Background: an optimization exercise with open tools, aiming at small area. Do not read the settings as production practice. Function was checked by simulation only, so behaviour that the tests miss may differ from the original. Power is estimated from default activity; no workload was simulated. No driver is modelled on the clock port, so clocking that relies on it looks cheaper here than on a real chip.

## P
==> module sprite_loader, before the edit <==
module sprite_loader (
   input  logic       clk,
   input  logic       reset,
   input  logic [7:0] rx_data,
   input  logic       rx_valid,
   output logic       rx_ready,
   input  logic       vblank,
   input  logic [7:0] rd_addr,
   output logic [7:0] rd_bits,
   output logic       busy,
   output logic       done,
   output logic       err,
   output logic [4:0] loaded_mask
);
   localparam logic [7:0] SYNC_BYTE = 8'hA5;
   localparam logic [7:0] MAX_INDEX = 8'd4;
   localparam int         NGRP      = 40;      
   localparam logic [5:0] DONE_AT   = 6'd46;   
   localparam logic [1:0] S_HUNT  = 2'd0;
   localparam logic [1:0] S_INDEX = 2'd1;
   localparam logic [1:0] S_DATA  = 2'd2;
   localparam logic [1:0] S_CHECK = 2'd3;
   logic [1:0]  st;
   logic        pend;        
   logic        armed;       
   logic [5:0]  cnt;         
   logic [2:0]  index;
   logic        ins_run;     
   logic        ins_done;    
   logic [5:0]  phase;       
   logic [31:0] ring  [0:NGRP-1];
   logic [7:0]  lane0 [0:7];
   logic [7:0]  lane1 [0:7];
   logic [7:0]  lane2 [0:7];
   logic [7:0]  lane3 [0:7];
   logic [7:0] xor_sum;
   logic accept, acc_idx, acc_data, acc_chk;
   logic idx_ok, sum_ok, frame_good, go, ins, done_set;
   logic [3:0] lane_we;
   assign rx_ready = ~pend;
   assign busy     = (st != S_HUNT) | pend;
   assign accept   = rx_valid & ~pend;
   assign acc_idx  = accept & (st == S_INDEX);
   assign acc_data = accept & (st == S_DATA);
   assign acc_chk  = accept & (st == S_CHECK);
   assign idx_ok   = (rx_data <= MAX_INDEX);
   assign sum_ok     = (rx_data == xor_sum);
   assign frame_good = acc_chk & sum_ok;
   assign go       = (pend & (armed | vblank)) | (frame_good & vblank);
   assign ins      = ins_run | (go & ~ins_done & (phase == {index, 3'b000}));
   assign done_set = armed & (cnt == DONE_AT);
   always_ff @(posedge clk or posedge reset) begin
      if (reset) begin
         st          <= S_HUNT;
         pend        <= 1'b0;
         armed       <= 1'b0;
         cnt         <= '0;
         index       <= '0;
         ins_run     <= 1'b0;
         ins_done    <= 1'b0;
         done        <= 1'b0;
         err         <= 1'b0;
         loaded_mask <= '0;
      end else begin
         done    <= done_set;
         err     <= (acc_idx & ~idx_ok)
                    | (acc_chk & ~sum_ok)
                    ;
         ins_run <= ins & (phase[2:0] != 3'd7);
         if (ins & (phase[2:0] == 3'd7)) ins_done <= 1'b1;
         if (accept) begin
            case (st)
               S_HUNT:  if (rx_data == SYNC_BYTE) st <= S_INDEX;
               S_INDEX: st <= idx_ok ? S_DATA : S_HUNT;
               S_DATA:  if (cnt[4:0] == 5'd31) st <= S_CHECK;
               default: st <= S_HUNT;
            endcase
         end
         if (acc_idx & idx_ok) begin
            index <= rx_data[2:0];
            cnt   <= '0;
         end else if (acc_data) begin
            cnt   <= cnt + 6'd1;
         end else if (go & ~armed) begin
            cnt   <= 6'd1;
         end else if (armed) begin
            cnt   <= cnt + 6'd1;
         end
         if (frame_good) pend <= 1'b1;
         if (go) armed <= 1'b1;
         if (done_set) begin
            pend        <= 1'b0;
            armed       <= 1'b0;
            ins_done    <= 1'b0;
            loaded_mask <= loaded_mask | (5'd1 << index);
         end
      end
   end
   always_ff @(posedge clk or posedge reset) begin
      if (reset) begin
         xor_sum <= '0;
      end else if (acc_idx) begin
         xor_sum <= '0;
      end else if (acc_data) begin
         xor_sum <= xor_sum ^ rx_data;
      end
   end
   always_ff @(posedge clk) begin
      phase <= (phase >= 6'(NGRP - 1)) ? 6'd0 : phase + 6'd1;
   end
   always_comb begin
      for (int l = 0; l < 4; l++) lane_we[l] = ins | (acc_data & (cnt[1:0] == 2'(l)));
   end
   logic [63:0] lane_q [0:3];
   logic [63:0] lane_d [0:3];
   logic [3:0]  lane_wen;
   assign lane_wen = ~lane_we;
   assign lane_q[0] = {lane0[7], lane0[6], lane0[5], lane0[4], lane0[3], lane0[2], lane0[1], lane0[0]};
   assign lane_q[1] = {lane1[7], lane1[6], lane1[5], lane1[4], lane1[3], lane1[2], lane1[1], lane1[0]};
   assign lane_q[2] = {lane2[7], lane2[6], lane2[5], lane2[4], lane2[3], lane2[2], lane2[1], lane2[0]};
   assign lane_q[3] = {lane3[7], lane3[6], lane3[5], lane3[4], lane3[3], lane3[2], lane3[1], lane3[0]};
   for (genvar l = 0; l < 4; l++) begin : g_lane
      sl_ao22 #(.W(64)) u_hold (
         .a  ({lane_q[l][55:0], rx_data}),
         .sa (lane_we[l]),
         .b  (lane_q[l]),
         .sb (lane_wen[l]),
         .y  (lane_d[l])
      );
   end
   always_ff @(posedge clk) begin
      for (int n = 0; n < 8; n++) begin
         lane0[n] <= lane_d[0][8*n +: 8];
         lane1[n] <= lane_d[1][8*n +: 8];
         lane2[n] <= lane_d[2][8*n +: 8];
         lane3[n] <= lane_d[3][8*n +: 8];
      end
   end
   logic [31:0] ring_in;
   sl_ao22 #(.W(32)) u_entry (
      .a  ({lane3[7], lane2[7], lane1[7], lane0[7]}),
      .sa (ins),
      .b  (ring[0]),
      .sb (~ins),
      .y  (ring_in)
   );
   always_ff @(posedge clk) begin
      for (int p = 0; p < NGRP - 1; p++) ring[p] <= ring[p+1];
      ring[NGRP-1] <= ring_in;
   end
   logic [6:0]  diff;
   logic [5:0]  slot;
   logic [31:0] col;
   assign diff = {1'b0, rd_addr[7:2]} - {1'b0, phase};
   assign slot = diff[6] ? 6'(diff + 7'(NGRP)) : diff[5:0];
   logic [NGRP-1:0] sel;
   always_comb begin
      for (int p = 0; p < NGRP; p++) sel[p] = (slot == 6'(p));
   end
   logic [31:0] t [0:13];
   for (genvar j = 0; j < 12; j++) begin : g_aoi3
      sl_aoi222 #(.W(32)) u_aoi (
         .a (ring[3*j]),   .sa (sel[3*j]),
         .b (ring[3*j+1]), .sb (sel[3*j+1]),
         .c (ring[3*j+2]), .sc (sel[3*j+2]),
         .y (t[j])
      );
   end
   for (genvar j = 0; j < 2; j++) begin : g_aoi2
      sl_aoi22 #(.W(32)) u_aoi (
         .a (ring[36+2*j]),   .sa (sel[36+2*j]),
         .b (ring[36+2*j+1]), .sb (sel[36+2*j+1]),
         .y (t[12+j])
      );
   end
   logic [31:0] u [0:3];
   for (genvar j = 0; j < 3; j++) begin : g_nand
      sl_nand4 #(.W(32)) u_nand (.a (t[4*j]), .b (t[4*j+1]), .c (t[4*j+2]), .d (t[4*j+3]), .y (u[j]));
   end
   assign u[3] = ~(t[12] & t[13]);
   assign col  = u[0] | u[1] | u[2] | u[3];
   always_comb begin
      case (rd_addr[1:0])
         2'd0:    rd_bits = col[7:0];
         2'd1:    rd_bits = col[15:8];
         2'd2:    rd_bits = col[23:16];
         default: rd_bits = col[31:24];
      endcase
   end
endmodule
Settings: LEC_CHECK=0, CAP_MARGIN=20, CORE_MARGIN=2, CORE_UTILIZATION=70, CTS_CLUSTER_DIAMETER=80, CTS_CLUSTER_SIZE=32, PLACE_DENSITY=0.8, SLEW_MARGIN=20, SYNTH_HIERARCHICAL=1, SYNTH_MINIMUM_KEEP_SIZE=0; clock period 10.0 ns.
run.sh (not shown) runs the stock make flow with config.mk's settings and CLKGATE_MAP_FILE= SYNTH_SCRIPT=/design/flow/synth_recipe.tcl, a recipe that flattens the netlist after the stock synthesis.
> inputs changed (P -> Q)
--- a/flow/design.v
+++ b/flow/design.v
@@ -54,8 +54,6 @@
          st          <= S_HUNT;
          pend        <= 1'b0;
          armed       <= 1'b0;
-         cnt         <= '0;
-         index       <= '0;
          ins_run     <= 1'b0;
          ins_done    <= 1'b0;
          done        <= 1'b0;
@@ -76,16 +74,6 @@
                default: st <= S_HUNT;
             endcase
          end
-         if (acc_idx & idx_ok) begin
-            index <= rx_data[2:0];
-            cnt   <= '0;
-         end else if (acc_data) begin
-            cnt   <= cnt + 6'd1;
-         end else if (go & ~armed) begin
-            cnt   <= 6'd1;
-         end else if (armed) begin
-            cnt   <= cnt + 6'd1;
-         end
          if (frame_good) pend <= 1'b1;
          if (go) armed <= 1'b1;
          if (done_set) begin
@@ -96,10 +84,20 @@
          end
       end
    end
-   always_ff @(posedge clk or posedge reset) begin
-      if (reset) begin
-         xor_sum <= '0;
-      end else if (acc_idx) begin
+   always_ff @(posedge clk) begin
+      if (acc_idx & idx_ok) begin
+         index <= rx_data[2:0];
+         cnt   <= '0;
+      end else if (acc_data) begin
+         cnt   <= cnt + 6'd1;
+      end else if (go & ~armed) begin
+         cnt   <= 6'd1;
+      end else if (armed) begin
+         cnt   <= cnt + 6'd1;
+      end
+   end
+   always_ff @(posedge clk) begin
+      if (acc_idx) begin
          xor_sum <= '0;
       end else if (acc_data) begin
          xor_sum <= xor_sum ^ rx_data;
Notes after the runs:
Compared with P, in Q met2 wirelength from detailed routing now smaller; area of the placeable core comparable. Delta(total wirelength of the detailed-routed design, Q - P) < 0. Going from P to Q, number of vias in the routed layout saw a decrease; async set or reset register ratio after synthesis went down 1.1 points; tightest hold margin stayed essentially flat. P → Q: global-route usage moved down, design area moved down, first-iteration DRC count moved up. Between P and Q, non-clock buffer count decreased. Taking P as the reference, in Q upper clock frequency limit went up by about 0.8%; worst setup slack increased 0.076 ns; die area about even. Of the two values seen for highest metal layer used by the detailed router, met5 was produced by Q and met4 by P.

========
## run a
Another version of the RTL of sprite_loader (not shown whole).
For scale: roughly 3000 cells after synthesis, about 1600 flip-flops.
export LEC_CHECK = 0
export CAP_MARGIN = 20
export CORE_MARGIN = 2
export CORE_UTILIZATION = 70
export CTS_CLUSTER_DIAMETER = 80
export CTS_CLUSTER_SIZE = 32
export PLACE_DENSITY = 0.8
export SLEW_MARGIN = 20
export SYNTH_HIERARCHICAL = 1
export SYNTH_MINIMUM_KEEP_SIZE = 0
export BUFFER_PORTS_ARGS = -buffer_cell sky130_fd_sc_hd__buf_1
create_clock -name core_clock -period 10.0 [get_ports {clk}]
standard.sh (not shown) runs the stock make flow with config.mk's settings and CLKGATE_MAP_FILE= SYNTH_SCRIPT=/design/flow/synth_recipe.tcl, a recipe that flattens the netlist after the stock synthesis.
==> flow/flow/run.sh <==
#!/bin/bash
# The standard layout, with plain buffers (instead of the default choice) on the ports.
set -e
echo 'export BUFFER_PORTS_ARGS = -buffer_cell sky130_fd_sc_hd__buf_1' >> config.mk
bash standard.sh > standard.log 2>&1
What run b does differently from run a at the input level:
--- a/flow/design.v
+++ b/flow/design.v
@@ -141,39 +141,24 @@
       .b  (ring[0]),
       .sb (~ins),
       .y  (ring_in)
    );
    always_ff @(posedge clk) begin
       for (int p = 0; p < NGRP - 1; p++) ring[p] <= ring[p+1];
       ring[NGRP-1] <= ring_in;
    end
+   logic [6:0]  diff;
+   logic [5:0]  slot;
    logic [31:0] col;
-   logic [2:0]  kk;
-   logic        bor;
-   logic [2:0]  hs;           
-   logic [7:0]  ksel;
-   logic [4:0]  hsel;
+   assign diff = {1'b0, rd_addr[7:2]} - {1'b0, phase};
+   assign slot = diff[6] ? 6'(diff + 7'(NGRP)) : diff[5:0];
    logic [NGRP-1:0] sel;
-   assign kk  = rd_addr[4:2] - phase[2:0];
-   assign bor = rd_addr[4:2] < phase[2:0];
-   assign hs  = phase[5:3] + {2'b00, bor};
-   logic [4:0] idec;
    always_comb begin
-      for (int k = 0; k < 8; k++) ksel[k] = (kk == 3'(k));
-      for (int i = 0; i < 5; i++) idec[i] = (rd_addr[7:5] == 3'(i));
-      case (hs)
-         3'd0:    hsel = idec;
-         3'd1:    hsel = {idec[0], idec[4:1]};
-         3'd2:    hsel = {idec[1:0], idec[4:2]};
-         3'd3:    hsel = {idec[2:0], idec[4:3]};
-         3'd4:    hsel = {idec[3:0], idec[4]};
-         default: hsel = idec;
-      endcase
-      for (int p = 0; p < NGRP; p++) sel[p] = hsel[p / 8] & ksel[p % 8];
+      for (int p = 0; p < NGRP; p++) sel[p] = (slot == 6'(p));
    end
    logic [31:0] t [0:13];
    for (genvar j = 0; j < 12; j++) begin : g_aoi3
       sl_aoi222 #(.W(32)) u_aoi (
          .a (ring[3*j]),   .sa (sel[3*j]),
          .b (ring[3*j+1]), .sb (sel[3*j+1]),
          .c (ring[3*j+2]), .sc (sel[3*j+2]),
          .y (t[j])
==> comparison <==
The flow did not stop early for run b: all stages ran, and the layout cleared the timing, DRC and antenna checks. Of the two values seen for launch point of the worst path, rd_addr[2] was produced by run b and rd_addr[4] by run a. Run a → run b: global-route wire length before repair higher, internal power lower, setup slack lower, weighted congestion at the end of routability-driven global placement lower, leakage power higher. Of run b and run a, run b shows the lower sequential share of layout area, with run a above it. Run b vs. run a: fmax roughly the same, smallest hold slack roughly the same. Run b has distinct cell type count of the synthesized netlist below what run a had. Buffers plus inverters on the worst setup path came out higher on run b than on run a. Clock sink count essentially unchanged between run b and run a.

## separate check: timing with driven ports
The results above use ideal ports. As a check the final layouts listed here were re-extracted and re-timed, cells and wires unchanged.
Step 1, drivers: a clkbuf_16 drives clk and a buf_2 each remaining input, both assumed.
Step 2 adds t to the input delays and takes it off the output delays; t is the mean of the earliest and latest rising clock arrival at the registers after step 1. Input paths then give back, and output paths get back, about the clock's delay inside the block.
Three values: ideal, step 1, step 2; two values: the first two.
run | t (ns) | setup slack, ns | clock arrival spread, ns | pins driven straight from the clock port
P | 0.724 | 0.195 / 0.173 / 0.173 | 0.046 / 0.046 | 1
Q | 0.716 | 0.272 / 0.240 / 0.240 | 0.028 / 0.028 | 1
run a | 0.725 | 0.604 / 0.551 / 0.551 | 0.033 / 0.032 | 1
run b | 0.729 | 0.596 / 0.562 / 0.562 | 0.026 / 0.026 | 1
After both steps every run listed still meets setup and hold. For run a, which loses most, drivers alone change the setup slack by -0.053 ns; drivers and shift together by -0.053 ns.
